Context: an optimization exercise on an open-source flow, tuned for small area, a short achievable clock period and few clock cycles per item. The choices shown serve that exercise and are no tape-out recipe.
In this exercise RTL edits were held to simulation tests only and were not proved equivalent to the original.
No activity file was given, so power comes from the tool's default toggle rates.

==> design.v <==
module tau_cfg_regs (
	input  logic                   i_clk,
	input  logic                   i_rst_n,
	input  logic                   i_wb_cyc,
	input  logic                   i_wb_stb,
	input  logic                   i_wb_we,
	input  logic [3:0]             i_wb_adr,
	input  logic [31:0]            i_wb_dat,
	output logic                   o_wb_ack,
	output logic [31:0]            o_wb_dat,
	output logic [(4 * (2 * (2 * (3 + 3 + 1)) + 16 + 2 * 16))-1:0] o_cfg_tab
);
	localparam int ENT_BW = $clog2(4);
	localparam int DIM_BW = 2 * 16;
	localparam int STR_BW = (2 * (3 + 3 + 1));
	localparam logic [1:0] CFG_WORD_BASE    = 2'd0;
	localparam logic [1:0] CFG_WORD_PITCH   = 2'd1;
	localparam logic [1:0] CFG_WORD_BSTRIDE = 2'd2;
	localparam logic [1:0] CFG_WORD_ASTRIDE = 2'd3;
	logic                   wb_req;
	logic                   wb_hit;
	logic [ENT_BW-1:0]      ent_idx;
	logic [1:0]             word_idx;
	logic [(2 * (2 * (3 + 3 + 1)) + 16 + 2 * 16)-1:0] sel_ent;
	logic [31:0]            rd_word;
	logic                   ack_r;
	logic [31:0]            rd_dat_r;
	logic [(4 * (2 * (2 * (3 + 3 + 1)) + 16 + 2 * 16))-1:0] tab_r;
	assign ent_idx  = i_wb_adr[3:2];
	assign word_idx = i_wb_adr[1:0];
	assign sel_ent  = tab_r[ent_idx*(2 * (2 * (3 + 3 + 1)) + 16 + 2 * 16) +: (2 * (2 * (3 + 3 + 1)) + 16 + 2 * 16)];
	assign wb_req = i_wb_cyc && i_wb_stb;
	assign wb_hit = wb_req && !ack_r;
	always_comb begin
		rd_word = '0;
		case (word_idx)
			CFG_WORD_BASE:    rd_word[DIM_BW-1:0] = sel_ent[(2 * (2 * (3 + 3 + 1)) + 16) +: DIM_BW];
			CFG_WORD_PITCH:   rd_word[16-1:0] = sel_ent[(2 * (2 * (3 + 3 + 1))) +: 16];
			CFG_WORD_BSTRIDE: rd_word[STR_BW-1:0] = sel_ent[((2 * (3 + 3 + 1))) +: STR_BW];
			default:          rd_word[STR_BW-1:0] = sel_ent[0 +: STR_BW];
		endcase
	end
	always_ff @(posedge i_clk) begin
		if (!i_rst_n) begin
			tab_r <= '0;
			ack_r <= 1'b0;
		end else begin
			ack_r <= wb_hit;
			if (wb_hit && i_wb_we) begin
				for (int e = 0; e < 4; e++) begin
					if (ent_idx == ENT_BW'(e)) begin
						case (word_idx)
							CFG_WORD_BASE:
								tab_r[e*(2 * (2 * (3 + 3 + 1)) + 16 + 2 * 16) + (2 * (2 * (3 + 3 + 1)) + 16) +: DIM_BW] <= i_wb_dat[DIM_BW-1:0];
							CFG_WORD_PITCH:
								tab_r[e*(2 * (2 * (3 + 3 + 1)) + 16 + 2 * 16) + (2 * (2 * (3 + 3 + 1))) +: 16] <= i_wb_dat[16-1:0];
							CFG_WORD_BSTRIDE:
								tab_r[e*(2 * (2 * (3 + 3 + 1)) + 16 + 2 * 16) + ((2 * (3 + 3 + 1))) +: STR_BW] <= i_wb_dat[STR_BW-1:0];
							default:
								tab_r[e*(2 * (2 * (3 + 3 + 1)) + 16 + 2 * 16) + 0 +: STR_BW] <= i_wb_dat[STR_BW-1:0];
						endcase
					end
				end
			end
		end
	end
	always_ff @(posedge i_clk) begin
		if (wb_hit) begin
			rd_dat_r <= rd_word;
		end
	end
	assign o_wb_ack  = ack_r;
	assign o_wb_dat  = rd_dat_r;
	assign o_cfg_tab = tab_r;
endmodule
module tau_chunk_head (
	input  logic                     i_clk,
	input  logic                     i_rst_n,
	input  logic                     i_req_rdy,
	input  logic [(2 * 3 + 2 * 2 * 16)-1:0]   i_req,
	input  logic [(4 * (2 * (2 * (3 + 3 + 1)) + 16 + 2 * 16))-1:0]   i_cfg_tab,
	input  logic                     i_mofs_ack,
	output logic                     o_req_ack,
	output logic                     o_mofs_rdy,
	output logic [(3 + 2 * 16)-1:0]  o_mofs
);
	localparam int ENT_BW  = $clog2(4);
	localparam int WBW     = 16;
	localparam int IBW     = 3;
	localparam int SHUF_BW = $clog2(2);
	localparam logic [1:0] HEAD_IDLE = 2'd0;
	localparam logic [1:0] HEAD_INIT = 2'd1;
	localparam logic [1:0] HEAD_EMIT = 2'd2;
	logic [1:0]                     state_r;
	logic [IBW-1:0]                 cur_id_r;
	logic [IBW-1:0]                 cur_id_nxt;
	logic [IBW-1:0]                 req_beg;
	logic [IBW-1:0]                 req_end;
	logic                           is_last;
	logic                           load;
	logic                           mofs_rdy_r;
	logic [(3 + 2 * 16)-1:0]        mofs_r;
	logic [(2 * (2 * (3 + 3 + 1)) + 16 + 2 * 16)-1:0]         cur_cfg;
	logic [(2 * (3 + 3 + 1))-1:0]         cur_bstr;
	logic [(2 * (3 + 3 + 1))-1:0]         cur_astr;
	logic [(3 + 3 + 1)-1:0]        bfld;
	logic [(3 + 3 + 1)-1:0]        afld;
	logic [2-1:0][WBW-1:0]  bofs;
	logic [2-1:0][WBW-1:0]  aofs;
	logic [2-1:0][WBW-1:0]  bterm;
	logic [2-1:0][WBW-1:0]  aterm;
	logic [2-1:0][WBW-1:0]   mofs_sum;
	assign req_end = i_req[0 +: IBW];
	assign req_beg = i_req[IBW +: IBW];
	assign aofs    = i_req[(2 * 3) +: 2*WBW];
	assign bofs    = i_req[(2 * 3 + 2 * 16) +: 2*WBW];
	assign cur_cfg  = i_cfg_tab[cur_id_r[ENT_BW-1:0]*(2 * (2 * (3 + 3 + 1)) + 16 + 2 * 16) +: (2 * (2 * (3 + 3 + 1)) + 16 + 2 * 16)];
	assign cur_bstr = cur_cfg[((2 * (3 + 3 + 1))) +: (2 * (3 + 3 + 1))];
	assign cur_astr = cur_cfg[0 +: (2 * (3 + 3 + 1))];
	assign cur_id_nxt = cur_id_r + 1'b1;
	assign is_last    = cur_id_nxt == req_end;
	assign load = (state_r == HEAD_EMIT) && (!mofs_rdy_r || i_mofs_ack);
	assign o_req_ack = load && is_last;
	always_comb begin
		for (int i = 0; i < 2; i++) begin
			bfld = cur_bstr[i*(3 + 3 + 1) +: (3 + 3 + 1)];
			afld = cur_astr[i*(3 + 3 + 1) +: (3 + 3 + 1)];
			bterm[i] = (bofs[i] * bfld[3 +: 3]) << bfld[0 +: 3];
			aterm[i] = (aofs[i] * afld[3 +: 3]) << afld[0 +: 3];
		end
	end
	always_comb begin
		for (int d = 0; d < 2; d++) begin
			mofs_sum[d] = cur_cfg[(2 * (2 * (3 + 3 + 1)) + 16) + d*WBW +: WBW];
			for (int i = 0; i < 2; i++) begin
				if (cur_bstr[i*(3 + 3 + 1) + (3 + 3 + 1) - SHUF_BW +: SHUF_BW] == SHUF_BW'(d)) begin
					mofs_sum[d] = mofs_sum[d] + bterm[i];
				end
				if (cur_astr[i*(3 + 3 + 1) + (3 + 3 + 1) - SHUF_BW +: SHUF_BW] == SHUF_BW'(d)) begin
					mofs_sum[d] = mofs_sum[d] + aterm[i];
				end
			end
		end
	end
	always_ff @(posedge i_clk) begin
		if (!i_rst_n) begin
			state_r    <= HEAD_IDLE;
			cur_id_r   <= '0;
			mofs_rdy_r <= 1'b0;
		end else begin
			case (state_r)
				HEAD_IDLE: begin
					if (i_req_rdy) begin
						state_r  <= HEAD_INIT;
						cur_id_r <= req_beg;
					end
				end
				HEAD_INIT: state_r <= HEAD_EMIT;
				HEAD_EMIT: begin
					if (load) begin
						cur_id_r <= cur_id_nxt;
						if (is_last) begin
							state_r <= HEAD_IDLE;
						end
					end
				end
				default: state_r <= HEAD_IDLE;
			endcase
			mofs_rdy_r <= load || (mofs_rdy_r && !i_mofs_ack);
		end
	end
	always_ff @(posedge i_clk) begin
		if (load) begin
			mofs_r <= {mofs_sum, cur_id_r};
		end
	end
	assign o_mofs_rdy = mofs_rdy_r;
	assign o_mofs     = mofs_r;
endmodule
module tau_linearize (
	input  logic                     i_clk,
	input  logic                     i_rst_n,
	input  logic                     i_mofs_rdy,
	input  logic [(3 + 2 * 16)-1:0]  i_mofs,
	input  logic [(4 * (2 * (2 * (3 + 3 + 1)) + 16 + 2 * 16))-1:0]   i_cfg_tab,
	input  logic                     i_addr_ack,
	output logic                     o_mofs_ack,
	output logic                     o_addr_rdy,
	output logic [(3 + 16)-1:0]  o_addr
);
	localparam int ENT_BW = $clog2(4);
	localparam int WBW    = 16;
	localparam int IBW    = 3;
	logic [IBW-1:0]          mofs_id;
	logic [WBW-1:0]          mofs0;
	logic [WBW-1:0]          mofs1;
	logic [WBW-1:0]          pitch;
	logic [WBW-1:0]          flat;
	logic                    take;
	logic                    addr_rdy_r;
	logic [(3 + 16)-1:0] addr_r;
	assign mofs_id = i_mofs[0 +: IBW];
	assign mofs0   = i_mofs[IBW +: WBW];
	assign mofs1   = i_mofs[IBW + WBW +: WBW];
	assign pitch = i_cfg_tab[mofs_id[ENT_BW-1:0]*(2 * (2 * (3 + 3 + 1)) + 16 + 2 * 16) + (2 * (2 * (3 + 3 + 1))) +: WBW];
	assign flat = mofs0 + mofs1 * pitch;
	assign o_mofs_ack = !addr_rdy_r || i_addr_ack;
	assign take       = i_mofs_rdy && o_mofs_ack;
	always_ff @(posedge i_clk) begin
		if (!i_rst_n) begin
			addr_rdy_r <= 1'b0;
		end else begin
			addr_rdy_r <= take || (addr_rdy_r && !i_addr_ack);
		end
	end
	always_ff @(posedge i_clk) begin
		if (take) begin
			addr_r <= {flat, mofs_id};
		end
	end
	assign o_addr_rdy = addr_rdy_r;
	assign o_addr     = addr_r;
endmodule
module tau_top (
	input  logic        i_clk,
	input  logic        i_rst_n,
	input  logic        i_wb_cyc,
	input  logic        i_wb_stb,
	input  logic        i_wb_we,
	input  logic [3:0]  i_wb_adr,
	input  logic [31:0] i_wb_dat,
	output logic        o_wb_ack,
	output logic [31:0] o_wb_dat,
	input  logic        i_req_rdy,
	input  logic [69:0] i_req,
	output logic        o_req_ack,
	output logic        o_addr_rdy,
	output logic [18:0] o_addr,
	input  logic        i_addr_ack
);
	logic [(4 * (2 * (2 * (3 + 3 + 1)) + 16 + 2 * 16))-1:0]  cfg_tab;
	logic      mofs_rdy;
	logic      mofs_ack;
	logic [(3 + 2 * 16)-1:0] mofs;
	tau_cfg_regs u_cfg (
		.i_clk     (i_clk),
		.i_rst_n   (i_rst_n),
		.i_wb_cyc  (i_wb_cyc),
		.i_wb_stb  (i_wb_stb),
		.i_wb_we   (i_wb_we),
		.i_wb_adr  (i_wb_adr),
		.i_wb_dat  (i_wb_dat),
		.o_wb_ack  (o_wb_ack),
		.o_wb_dat  (o_wb_dat),
		.o_cfg_tab (cfg_tab)
	);
	tau_chunk_head u_head (
		.i_clk      (i_clk),
		.i_rst_n    (i_rst_n),
		.i_req_rdy  (i_req_rdy),
		.i_req      (i_req),
		.i_cfg_tab  (cfg_tab),
		.i_mofs_ack (mofs_ack),
		.o_req_ack  (o_req_ack),
		.o_mofs_rdy (mofs_rdy),
		.o_mofs     (mofs)
	);
	tau_linearize u_lin (
		.i_clk      (i_clk),
		.i_rst_n    (i_rst_n),
		.i_mofs_rdy (mofs_rdy),
		.i_mofs     (mofs),
		.i_cfg_tab  (cfg_tab),
		.i_addr_ack (i_addr_ack),
		.o_mofs_ack (mofs_ack),
		.o_addr_rdy (o_addr_rdy),
		.o_addr     (o_addr)
	);
endmodule
==> run.sh <==
#!/bin/bash
# synth_recipe.tcl (not shown) runs the flow's synth.tcl, then flattens the netlist and writes it again
# the make line also repeats each setting of config.mk as NAME=value (left out here)
make -C /OpenROAD-flow-scripts/flow DESIGN_CONFIG=/design/flow/config.mk WORK_HOME=/design/flow/orfs CLKGATE_MAP_FILE= SYNTH_SCRIPT=/design/flow/synth_recipe.tcl finish
==> config.mk <==
export PLATFORM = sky130hd
export DESIGN_NAME = tau_top
export DESIGN_NICKNAME = tau_top
export VERILOG_FILES = /design/flow/design.v
export SDC_FILE = /design/flow/constraint.sdc
export NUM_CORES = 4
export LEC_CHECK = 0
export CAP_MARGIN = 20
export CORE_MARGIN = 2
export CORE_UTILIZATION = 40
export SLEW_MARGIN = 20
==> constraint.sdc <==
create_clock -name core_clock -period 12.0 [get_ports {i_clk}]
set_input_delay 2.4000 -clock core_clock [delete_from_list [all_inputs] [get_ports {i_clk}]]
set_output_delay 2.4000 -clock core_clock [all_outputs]
set_load 0.01 [all_outputs]
==> run summary <==
Status
- **status** no timing/DRC/antenna violations

Drt
- **total iterations of the first detailed-routing run** 8
- **final routed wire length divided by cell count** 26.5 um
- **Detail Route Antenna Nets** 0
- **post-detailed-routing wire length** 164 mm
- **drt via density** 6.12
- **1st-iter DRT viols** 4,140
- **DR vias** 37,800
- **Residual DRC** 0

Critical path
- **largest incremental delay on the critical path** 0.54 ns
- **nature of the critical path endpoint** register
- **depth of the worst register-to-register path** 41
- **critical path required time** 12.38 ns
- **Worst Setup Path Type** in2reg
- **critical path startpoint** i_req[40]
- **Critical Path Start Type** primary input
- **reg2reg end** u_head.mofs_r[34]$_DFFE_PP_
- **maximum fanout along the worst path** 5
- **cell with the largest stage delay on the worst path** sky130_fd_sc_hd__fa_1
- **endpoint arrival time on the critical path** 11.63 ns
- **launch point of the worst reg-to-reg path** u_head.cur_id_r[0]$_SDFFE_PN0P_
- **flop-to-flop setup slack** 1.40 ns

GRT
- **via count of the first global-routing pass** 36,600
- **initial antenna violation count** 4
- **residual overflow from global routing** 0
- **largest net degree at the start of global routing** 127
- **wire length of the first global-routing pass** 242 mm
- **overall track demand over capacity in global routing** 29.2%

Clock network
- **total of cells resized after clock tree synthesis** 0
- **post-CTS repair timing setup buffer count** 0
- **clock tree from TritonCTS** built
- **buffer type at the clock tree root** sky130_fd_sc_hd__clkbuf_16
- **worst-skew pair later-pin latency** 0.66 ns
- **Max Buffers Root-to-Sink** 3
- **CTS buffer count** 50
- **H-tree depth** 2
- **clock transition at the registers of the reported paths** 0.07 ns
- **number of buffers inserted by hold repair at cts** 0
- **count of clock tree sinks** 398

Pwr
- **power density over the cells** 90.8 nW/um2
- **peak supply drop** 0.109 mV
- **leakage power** 18.1 nW
- **Overall Power** 4.33 mW

Placed design
- **pre-CTS setup slack** 0.183 ns
- **IO buf count** 166
- **Detail Placement HPWL** 122 mm
- **Routability Congestion** 1.01

Layout
- **fillers** 10,300
- **ratio of cells with drive above 1 in the final layout** 14.7%
- **Total Nets Final** 5,239
- **final core utilization** 44.6%
- **growth of design area from synthesis to finish** 10.6%

Floorplan
- **Die Outline Area** 110,000 um2
- **Starting Density** 40.3%
- **number of top-level pins** 167
- **overall die width** 332 um
- **die height** 332 um
- **number of placement rows** 120
- **Placeable Area** 107,000 um2

Timing
- **least setup slack across all paths after layout** 0.754 ns
- **worst-margin pin slew** 1.24 ns
- **worst rel slew slack** 17.0%
- **Achievable Freq** 88.9 MHz
- **final cycle utilization of the critical path** 93.7%
- **max-slew violation count** 0
- **Min Clock Period, post-route** 11.25 ns
- **Worst Hold Slack** 0.414 ns
- **final count of hold timing violations** 0
- **worst setup skew after layout** 0.0418 ns
- **RSZ-0062 raised after global routing** no
- **final-layout setup total negative slack** 0 ns
- **final setup violation count** 0

Synth
- **dominant register cell in the synthesized netlist** sky130_fd_sc_hd__dfxtp_1
- **number of distinct library cell variants in the gate-level netlist after synthesis** 90
- **synthesized cell area** 43,100 um2
- **syn_area_per_cell** 9.05 um2
- **async set-or-reset flop fraction in the synthesized netlist** 0%
- **number of enable-type register cells in the synthesized netlist** 86
- **post-synthesis sequential element count** 398
- **synthesis warning total** 3
- **sequential-to-total area share from yosys stat** 20.5%
- **total nets after synthesis** 5,269
- **number of instances in the synthesized netlist** 4,765

Min path
- **beginning of the worst hold path** u_head.mofs_r[2]$_DFFE_PP_
- **class of the tightest hold or removal check** reg2reg
- **hold path cells** 0
- **Hold Crit Endpoint** u_lin.addr_r[2]$_DFFE_PP_

Run
- **maximum capacitance violations** 0

-- per-stage QoR --
step / cell area [um2] / cells
finish: 47700 / 6184
global route: 47700 / 6181
floorplan: 43100 / 4765
CTS: 47700 / 6179
detailed placement: 45900 / 6086
global placement: 45900 / 6086
-- synth_stat cells (all sizes together), types with 7 or more instances --
master / number / share of area (%)
a31oi: 23 / 0.33
xnor2: 130 / 2.6
nor3b: 8 / 0.14
a211oi: 24 / 0.42
buf: 103 / 1.2
edfxtp: 86 / 6.0
nand2: 1092 / 9.5
nor2b: 53 / 0.77
and2: 76 / 1.1
mux4: 392 / 20
o31ai: 27 / 0.53
clkbuf: 222 / 1.9
a211o: 8 / 0.16
inv: 327 / 2.8
a311oi: 10 / 0.23
nand2b: 19 / 0.28
o21a: 26 / 0.45
mux2: 73 / 1.9
o22ai: 14 / 0.20
or3: 14 / 0.20
o21ai: 183 / 2.2
a21oi: 188 / 2.2
a221oi: 7 / 0.17
ha: 233 / 6.8
o21bai: 26 / 0.45
and3: 9 / 0.13
a2111oi: 11 / 0.24
dfxtp: 312 / 14
nand3: 35 / 0.41
o221ai: 8 / 0.18
a21o: 41 / 0.71
nor3: 45 / 0.52
xor2: 63 / 1.3
a21boi: 304 / 5.3
or2: 14 / 0.21
mux2i: 109 / 2.5
o211ai: 13 / 0.23
fa: 158 / 7.3
nor2: 200 / 1.7
-- placed cells by master, fill, tap and decap left out, types with 86 or more instances in the layout --
cell,Yosys,routed
sky130_fd_sc_hd__a21boi_0,301,301
sky130_fd_sc_hd__a21oi_1,188,188
sky130_fd_sc_hd__clkdlybuf4s50_1,0,162
sky130_fd_sc_hd__dfxtp_1,312,310
sky130_fd_sc_hd__edfxtp_1,86,86
sky130_fd_sc_hd__fa_1,158,158
sky130_fd_sc_hd__ha_1,233,231
sky130_fd_sc_hd__inv_1,323,323
sky130_fd_sc_hd__mux2i_1,109,109
sky130_fd_sc_hd__mux4_2,392,392
sky130_fd_sc_hd__nand2_1,1092,1089
sky130_fd_sc_hd__nor2_1,200,185
sky130_fd_sc_hd__o21ai_0,172,167
sky130_fd_sc_hd__xnor2_1,130,129
-- critical path: cells and delay by family --
family          cells  cell delay (ns)
mux                 4             0.80
fa+ha+maj           7             2.38
buf+inv             4             0.65
xor+xnor            2             0.35
compound gates     15             2.88
simple gates        9             2.14
-- report_power, final --
group          internal (mW)  switching, mW  leakage (nW)
clock network          0.973          0.679         0.870
registers               1.43         0.0303          3.31
logic                  0.526          0.695          13.9
total                   2.93           1.40          18.1
-- state kept, by name (all words and copies together) (netlist names) --
signal,flops
u_cfg.ack_r,1
u_cfg.rd_dat_r,32
u_cfg.tab_r,304
u_lin.addr_r,19
u_head.cur_id_r,3
u_head.state_r,2
u_lin.addr_rdy_r,1
u_head.mofs_r,35
u_head.mofs_rdy_r,1
-- layout make-up --
| class | instances | area (um2) | area share [%] |
|---|---|---|---|
| multi-input cells | 3715 | 31900 | 66.8 |
| clock buffers | 68 | 1470 | 3.09 |
| inverters | 327 | 1230 | 2.57 |
| diodes | 5 | 12.5 | 0.0262 |
| well taps | 1403 | 1760 | 3.68 |
| flip-flops and latches | 398 | 8840 | 18.5 |
| repair buffers | 243 | 2240 | 4.70 |
| clock inverters | 25 | 310 | 0.650 |
-- layer usage --
layer / GRT usage, % / share of wire (%)
met5: 0 / 0
met3: 5.43 / 8.5
met4: 18.5 / 7.4
met2: 47.7 / 47
met1: 35.6 / 38
-- worst max path at each step --
| stage | end | slack [ns] | cells past startpoint |
|---|---|---|---|
| after global placement | u_head.mofs_r[34]$_DFFE_PP_ | 0.32 | 40 |
| after global routing | u_head.mofs_r[34]$_DFFE_PP_ | 0.21 | 41 |
| after detailed placement | u_head.mofs_r[34]$_DFFE_PP_ | 0.18 | 41 |
| after CTS | u_head.mofs_r[34]$_DFFE_PP_ | 0.84 | 41 |
| after floorplan | u_head.mofs_r[34]$_DFFE_PP_ | 1.44 | 38 |
| final | u_head.mofs_r[34]$_DFFE_PP_ | 0.75 | 41 |
-- kinds of logic (layout without fill, tap and decap cells) --
| logic type | count (synthesis) | after routing | synth area share, % |
|---|---|---|---|
| simple gates | 1593 | 1593 | 15.5 |
| compound gates | 962 | 962 | 15.0 |
| buf+inv | 652 | 663 | 5.95 |
| mux | 574 | 574 | 24.9 |
| flops | 398 | 398 | 20.5 |
| fa+ha+maj | 391 | 391 | 14.1 |
| xor+xnor | 195 | 195 | 4.02 |
| other cells | 0 | 5 | 0 |
Testbench counts, summed over its fixed seeds: cycles 8,966, items 4,150.

afterwards: timing with drivers on the ports:
The flow's constraints put no driver on any port. The routed layout listed below was extracted and timed again, unchanged, in two steps.
Step 1 (the two cells are an assumption about what drives the block):
set clk [get_ports {i_clk}]
set_driving_cell -lib_cell sky130_fd_sc_hd__clkbuf_16 $clk
set_driving_cell -lib_cell sky130_fd_sc_hd__buf_2 [delete_from_list [all_inputs] $clk]
Step 2 adds t to the input delays and takes it off the output delays; t is the mean of the earliest and latest rising clock arrival at the registers after step 1. Input paths then give back, and output paths get back, about the clock's delay inside the block.
a / b / c = ideal / step 1 / step 2; a / b = the first two.
t, ns: 0.714
setup WS [ns]: 0.754 / 0.794 / 0.080
worst slew at a driven data input, ns: 0.15
After both steps this run still meets setup and hold. The setup slack of this run moves by +0.040 ns with the drivers and by -0.674 ns with both steps.
